Context: an optimization exercise on an open-source flow, tuned for small area. The choices shown serve that exercise and are no tape-out recipe. Function was checked by simulation only, so behaviour that the tests miss may differ from the original. Power is estimated from default activity; no workload was simulated.

==> design.v <==
module regfile_sb_aoi222 (
    input  logic a1, a2, b1, b2, c1, c2,
    output logic y
);
    assign y = ~((a1 & a2) | (b1 & b2) | (c1 & c2));
endmodule
module regfile_sb_oai22 (
    input  logic a1, a2, b1, b2,
    output logic y
);
    assign y = ~((a1 | a2) & (b1 | b2));
endmodule
module regfile_sb_inv (
    input  logic a,
    output logic y
);
    assign y = ~a;
endmodule
module regfile_sb_nor2 (
    input  logic a, b,
    output logic y
);
    assign y = ~(a | b);
endmodule
module regfile_sb_or16 (
    input  logic [15:0] a,
    output logic        y
);
    assign y = |a;
endmodule
module regfile_sb_rdbit (
    input  logic [30:0] sel_n,
    input  logic [30:0] data_n,
    output logic        y
);
    logic [15:0] t;
    for (genvar j = 0; j < 15; j++) begin : g_t
        regfile_sb_oai22 u_oai (
            .a1(sel_n[2*j]),   .a2(data_n[2*j]),
            .b1(sel_n[2*j+1]), .b2(data_n[2*j+1]),
            .y (t[j])
        );
    end
    regfile_sb_nor2 u_last (.a(sel_n[30]), .b(data_n[30]), .y(t[15]));
    regfile_sb_or16 u_o (.a(t), .y(y));
endmodule
module regfile_sb #(
    parameter  int XLEN = 32,
    parameter  int NREG = 32,
    localparam int AW   = $clog2(NREG)
) (
    input  logic            clk,
    input  logic            resetn,
    input  logic [AW-1:0]   rs1,
    input  logic [AW-1:0]   rs2,
    output logic [XLEN-1:0] read_data1,
    output logic [XLEN-1:0] read_data2,
    output logic            busy1,
    output logic            busy2,
    input  logic            wr0_en,
    input  logic [AW-1:0]   wr0_addr,
    input  logic [XLEN-1:0] wr0_data,
    input  logic            wr1_en,
    input  logic [AW-1:0]   wr1_addr,
    input  logic [XLEN-1:0] wr1_data,
    input  logic            issue_en,
    input  logic [AW-1:0]   issue_rd,
    output logic            any_pending
);
    logic [NREG-1:1][XLEN-1:0] regs_n, val, nxt_n;
    logic [NREG-1:1]           hit0, hit1, sel1, sel0, hold, iss;
    logic [NREG-1:1]           valid, pend, pend_nxt, rdok;
    for (genvar i = 1; i < NREG; i++) begin : g_reg
        localparam logic [AW-1:0] IDX = AW'(i);
        assign hit0[i] = wr0_en && (wr0_addr == IDX);
        assign hit1[i] = wr1_en && (wr1_addr == IDX);
        assign iss[i]  = issue_en && (issue_rd == IDX);
        assign sel1[i] = hit1[i];
        assign sel0[i] = hit0[i] & ~hit1[i];
        assign hold[i] = ~(hit0[i] | hit1[i]);
        assign pend_nxt[i] = iss[i] | (pend[i] & hold[i]);
        assign rdok[i] = valid[i] | ~hold[i];
        for (genvar b = 0; b < XLEN; b++) begin : g_bit
            regfile_sb_inv u_inv (.a(regs_n[i][b]), .y(val[i][b]));
            regfile_sb_aoi222 u_wr (
                .a1(sel1[i]), .a2(wr1_data[b]),
                .b1(sel0[i]), .b2(wr0_data[b]),
                .c1(hold[i]), .c2(val[i][b]),
                .y (nxt_n[i][b])
            );
        end
        always_ff @(posedge clk)
            regs_n[i] <= nxt_n[i];
        always_ff @(posedge clk or negedge resetn) begin
            if (!resetn) begin
                valid[i] <= 1'b0;
                pend[i]  <= 1'b0;
            end else begin
                valid[i] <= rdok[i];
                pend[i]  <= pend_nxt[i];
            end
        end
    end
    always_ff @(posedge clk or negedge resetn) begin
        if (!resetn) any_pending <= 1'b0;
        else         any_pending <= |pend_nxt;
    end
    logic [AW-1:0]   rs    [2];
    logic [XLEN-1:0] rdata [2];
    logic [1:0]      busy;
    assign rs[0] = rs1;
    assign rs[1] = rs2;
    for (genvar k = 0; k < 2; k++) begin : g_rd
        logic [NREG-1:1] dec;
        logic [30:0]     sel_n;
        for (genvar i = 1; i < NREG; i++) begin : g_dec
            assign dec[i]     = (rs[k] == AW'(i));
            assign sel_n[i-1] = ~(dec[i] & rdok[i]);
        end
        for (genvar b = 0; b < XLEN; b++) begin : g_bit
            logic [30:0] data_n;
            for (genvar i = 1; i < NREG; i++) begin : g_d
                assign data_n[i-1] = nxt_n[i][b];
            end
            regfile_sb_rdbit u_rd (.sel_n(sel_n), .data_n(data_n), .y(rdata[k][b]));
        end
        assign busy[k] = |(dec & pend & hold);
    end
    assign read_data1 = rdata[0];
    assign read_data2 = rdata[1];
    assign busy1      = busy[0];
    assign busy2      = busy[1];
endmodule
==> flow/run.sh <==
#!/bin/bash
set -o pipefail
cp standard.sh standard_sh.txt
export BUFFER_PORTS_ARGS="-buffer_cell sky130_fd_sc_hd__buf_2"
export CTS_ARGS="-sink_clustering_enable -repair_clock_nets -dont_use_dummy_load -buf_list sky130_fd_sc_hd__clkbuf_8 -sink_clustering_size 20 -sink_clustering_max_diameter 50"
bash standard.sh > standard.log 2>&1
==> standard.sh <==
#!/bin/bash
# synth_recipe.tcl (not shown) runs the flow's synth.tcl, then flattens the netlist and writes it again
# the make line also repeats each setting of config.mk as NAME=value (left out here)
make -C /OpenROAD-flow-scripts/flow DESIGN_CONFIG=/design/flow/config.mk WORK_HOME=/design/flow/orfs CLKGATE_MAP_FILE= SYNTH_SCRIPT=/design/flow/synth_recipe.tcl "${@:-finish}"
==> config.mk <==
export PLATFORM = sky130hd
export DESIGN_NAME = regfile_sb
export DESIGN_NICKNAME = regfile_sb
export VERILOG_FILES = /design/flow/design.v
export SDC_FILE = /design/flow/constraint.sdc
export NUM_CORES = 4
export LEC_CHECK = 0
export CAP_MARGIN = 0
export CORE_MARGIN = 2
export CORE_UTILIZATION = 28
export PLACE_DENSITY = 0.32
export SLEW_MARGIN = 0
export SYNTH_HIERARCHICAL = 1
export SYNTH_MINIMUM_KEEP_SIZE = 0
==> constraint.sdc <==
create_clock -name core_clock -period 7.0 [get_ports {clk}]
set_input_delay 1.4000 -clock core_clock [delete_from_list [all_inputs] [get_ports {clk}]]
set_output_delay 1.4000 -clock core_clock [all_outputs]
set_load 0.01 [all_outputs]
==> run notes <==
* Result of the run: failed layout checks
* Failed layout checks: setup timing
* Half-perimeter wire length after placement at 234000 um
* Antenna violations before repair at 45
* Most instantiated flip-flop cell in the synthesis netlist: dfxtp_1
* Starting density of the core at 0.281
* Reg-to-Reg End: any_pending
* Number of placement rows at 149
* Total power density per cell area at 295 nW/um^2
* Final hold violation count at 0
* Final worst setup slack at -0.0513 ns
* Data required time of the worst path at ~5.6 ns
* Final critical-path share of the clock period at 1.01
* Setup slack of the most critical reg-to-reg path at ~5.5 ns
* Vertical extent of the die at around 400 um
* DRC at 0
* Library cells used by synthesis at 68
* Arr. time, crit path at 5.65 ns
* Total nets after synthesis at approximately 5000
* Overall via count from detail_route at ~55000
* Yosys reg bits at about 1100
* Area of the mapped netlist at around 46000 sq um
* Fmax at between 0.1 and 0.15 GHz
* Leakage power summed over all cells at around 25 nW
* First-pass iteration count of the detailed router at 13
* Width of the die at about 400 um
* Post-Route Setup TNS at -0.0513 ns
* Path type of the worst min-delay path: reg2reg
* Final estimated routing congestion in global placement at between 0.9 and 1
* Proportion of layout cells with a drive suffix above 1 at 0.172
* Hold depth at 1
* Slew @ Worst Pin at around 1.3 ns
* Final worst path period need at slightly above 7 ns
* Kind of capture point of the worst setup path: output pin
* Wire per inst at between 40 and 50 um
* Vias in the first global route at ~50000
* Maximum capacitance violations at 0
* Synth Instances at between 4000 and 5000
* Clock tree skew after final layout at 0.0421 ns
* Maximum count of clock buffers along a single path at 3
* Insertion delay of the later-clocked pin in the worst-skew pair at 0.95 ns
* Root buf cell: clkbuf_8
* Clock transition at the register clock pins on the worst setup and hold paths after CTS at around 0.040 ns
* Avg Synthesized Cell Area at roughly 9.5 sq um
* Worst hold start: valid[30]
* Tot GR Track Use at 0.406
* H-tree depth at 4
* I/O pins at around 160
* CTS tree: built
* Iteration-0 DRC Markers at about 12000
* Worst min-delay path endpoint: valid[30]
* Worst-path fanout max at 18
* Largest net degree at the start of global routing at 36
* Core area at about 160000 sq um
* Area grow syn2layout at 23.3%
* Clock buffer count from CTS at approximately 170
* Unrepaired setup endpoints after global routing: no
* Maximum vdd ir drop at approximately 230 uV
* Wire length of the first global-routing pass at 471000 um
* Share of flip-flops with an asynchronous set or reset after synthesis at 0.0597
* EDFF count, synth at 0
* Count of endpoints failing setup in the final report at 1
* Number of vias per cell at just over 7
* WS Path Type: in2out
* Worst-case headroom to the max-slew limit at 0.125
* Aggregate global routing overflow at 0
* Count of buffers inserted at the top-level ports at 160
* Post-layout util at 0.347
* Critical Path Source Type: primary input
* Net count, final at between 5000 and 6000
* Slew Limit Fails at 0
* Critical register-to-register path startpoint: pend[21]
* Die ar. at 169000 sq um
* Number of cells on the worst reg-to-reg path at 5
* CTS sink count at roughly 1100
* Total detailed-routing wirelength at between 300000 and 400000 um
* Remaining antenna violation count at 0
* Post-synthesis sequential area ratio at 0.462
* Total of hold buffers inserted after clock tree synthesis at 0
* Yosys warning count at 10
==> flip-flops by register name, summed over array words and instances (netlist names) <==
signal       count
pend            31
any_pending      1
regs_n         992
valid           31
==> modules after synthesis, one instance, submodules excluded, a selection <==
module / flops+latches / cells / cell area, sq um / times used
regfile_sb_nor2: 0 / 1 / 3.75 / 64
regfile_sb: 1055 / 1559 / 24500 / 1
regfile_sb_or16: 0 / 5 / 31.3 / 64
regfile_sb_oai22: 0 / 1 / 6.26 / 960
regfile_sb_aoi222: 0 / 1 / 10.0 / 992
regfile_sb_inv: 0 / 1 / 3.75 / 992
==> Yosys cell counts, types with 11 or more instances <==
cell / count / share of area
o221ai_1: 17 / 0.0032
nor2_1: 118 / 0.0096
a222oi_1: 992 / 0.21
nand4_1: 78 / 0.011
o22ai_1: 971 / 0.13
a21oi_1: 25 / 0.0027
nor4_1: 258 / 0.035
clkbuf_1: 28 / 0.0023
nand2b_1: 43 / 0.0058
nand2_1: 30 / 0.0024
o21ai_0: 33 / 0.0036
dfrtp_1: 63 / 0.034
inv_1: 996 / 0.081
nor3_1: 37 / 0.0040
dfxtp_1: 992 / 0.43
buf_2: 11 / 0.0012
nand3_1: 69 / 0.0074
==> through the flow <==
step | cells | worst slack [ns] | instance area (sq um) | hold WS, ns | total power, mW
after detailed placement | 7621 | -0.149 | 54700 | 0.476 | 12.1
after CTS | 7793 | 0.0154 | 57100 | 0.488 | 16.9
after global placement | 7621 | -0.236 | 54700 | 0.475 | 12.0
after global routing | 7811 | 0.000317 | 57200 | 0.505 | 17.6
after floorplan | 4887 | 0.264 | 46400 | 0.437 | 10.5
final | 7821 | -0.0513 | 57200 | 0.490 | 16.9
==> per-layer routing <==
metal	GRT usage	wire, um
met3	0.103	40300
met4	0.248	24000
met2	0.605	152000
met1	0.526	141000
met5	0.00480	265
==> logic make-up (layout without fill, tap and decap cells) <==
| kind of cell | after synthesis | after routing | synth area share |
|---|---|---|---|
| AO/OA/AOI/OAI | 2073 | 2073 | 0.362 |
| buffers and inverters | 1046 | 1765 | 0.0857 |
| other | 0 | 26 | 0 |
| AND/OR/NAND/NOR | 709 | 709 | 0.0891 |
| multiplexers | 3 | 3 | 0.000701 |
| XOR/XNOR | 1 | 1 | 0.000189 |
| flip-flops | 1055 | 1055 | 0.462 |
==> where the power goes <==
group / total [mW] / internal (mW) / switching (mW) / leakage, nW
registers: 7.88 / 7.52 / 0.359 / 9.03
logic: 4.23 / 1.52 / 2.71 / 14.8
clock network: 4.76 / 2.15 / 2.61 / 1.24
==> critical path, stage by stage <==
cell and delay (ns):
buf_2 0.16, nand2b_1 0.70, nor2_4 0.18, a21oi_4 0.64, nand2b_1 0.26, nand3_2 0.43, buf_12 0.28, buf_4 0.23
o22ai_1 0.10, nor4_1 0.64, buf_4 0.22, nand4_1 0.15, buf_2 0.23
==> what timing repair did <==
| item | CTS | global route |
|---|---|---|
| buffers inserted | 0 | 2 |
| hold endpoints to repair | 0 | 0 |
| resized for setup | 4 | 1 |
| setup endpoints to repair | 2 | 2 |
==> cells in the final DEF, fill, tap and decap left out, types with 6 or more instances in the layout <==
master	count
buf_2	160
a21oi_4	20
nor2_1	82
inv_1	995
and3_1	7
nand2b_1	42
nor4_1	254
or2_2	6
clkbuf_8	172
a222oi_1	992
nand4b_1	6
nor2b_1	7
o221ai_1	17
nand3_2	54
nor2_4	35
and2_1	6
dfxtp_1	992
nand2_1	27
a2bb2oi_4	9
nor3_2	28
nand3_1	11
nand4bb_1	6
buf_4	387
nand4_1	78
dfrtp_1	63
diode_2	26
buf_12	50
nor3_1	9
o22ai_1	971
o21ai_0	33
==> layout make-up <==
| class | instances | area, sq um |
|---|---|---|
| fill | 17169 | 108000 |
| inverter | 996 | 3740 |
| timing repair buffer | 597 | 4710 |
| clock buffer | 172 | 2370 |
| multi-input combinational | 2786 | 22100 |
| tap | 2189 | 2740 |
| antenna | 26 | 65.1 |
| sequential | 1055 | 21400 |
==> how the worst max path moves through the flow <==
stage                startpoint              to  slack (ns)  cells after the start
floorplan           wr1_addr[2]   read_data2[0]        0.26                     10
global placement    wr0_addr[3]  read_data2[22]       -0.24                     10
detailed placement  wr0_addr[3]  read_data2[22]       -0.15                     10
CTS                 wr1_addr[1]  read_data1[22]        0.02                     11
global route        wr1_addr[4]   read_data1[5]      0.0003                     13
finish              wr1_addr[4]   read_data1[5]       -0.05                     13

-- static timing again, ports no longer ideal --
How much do the figures lean on ideal ports? The routed layout below was timed once more, with nothing changed but the port constraints. Step 1: set_driving_cell puts a clkbuf_16 on clk and a buf_2 on each other input, an assumption about the parent block. Step 2 adds t to the input delays and takes it off the output delays; t is the mean of the earliest and latest rising clock arrival at the registers after step 1. Input paths then give back, and output paths get back, about the clock's delay inside the block. Three values: no drivers, after step 1, after step 2; two values: the first two.
t, ns: 1.022
slack for setup (ns): -0.051 / -0.163 / -0.163
hold WS [ns]: 0.490 / 0.490 / 0.490
clock arrival spread, ns: 0.086 / 0.085
cell pins on the clock port's net: 1
The setup slack of this run moves by -0.112 ns with the drivers and by -0.112 ns with both steps.
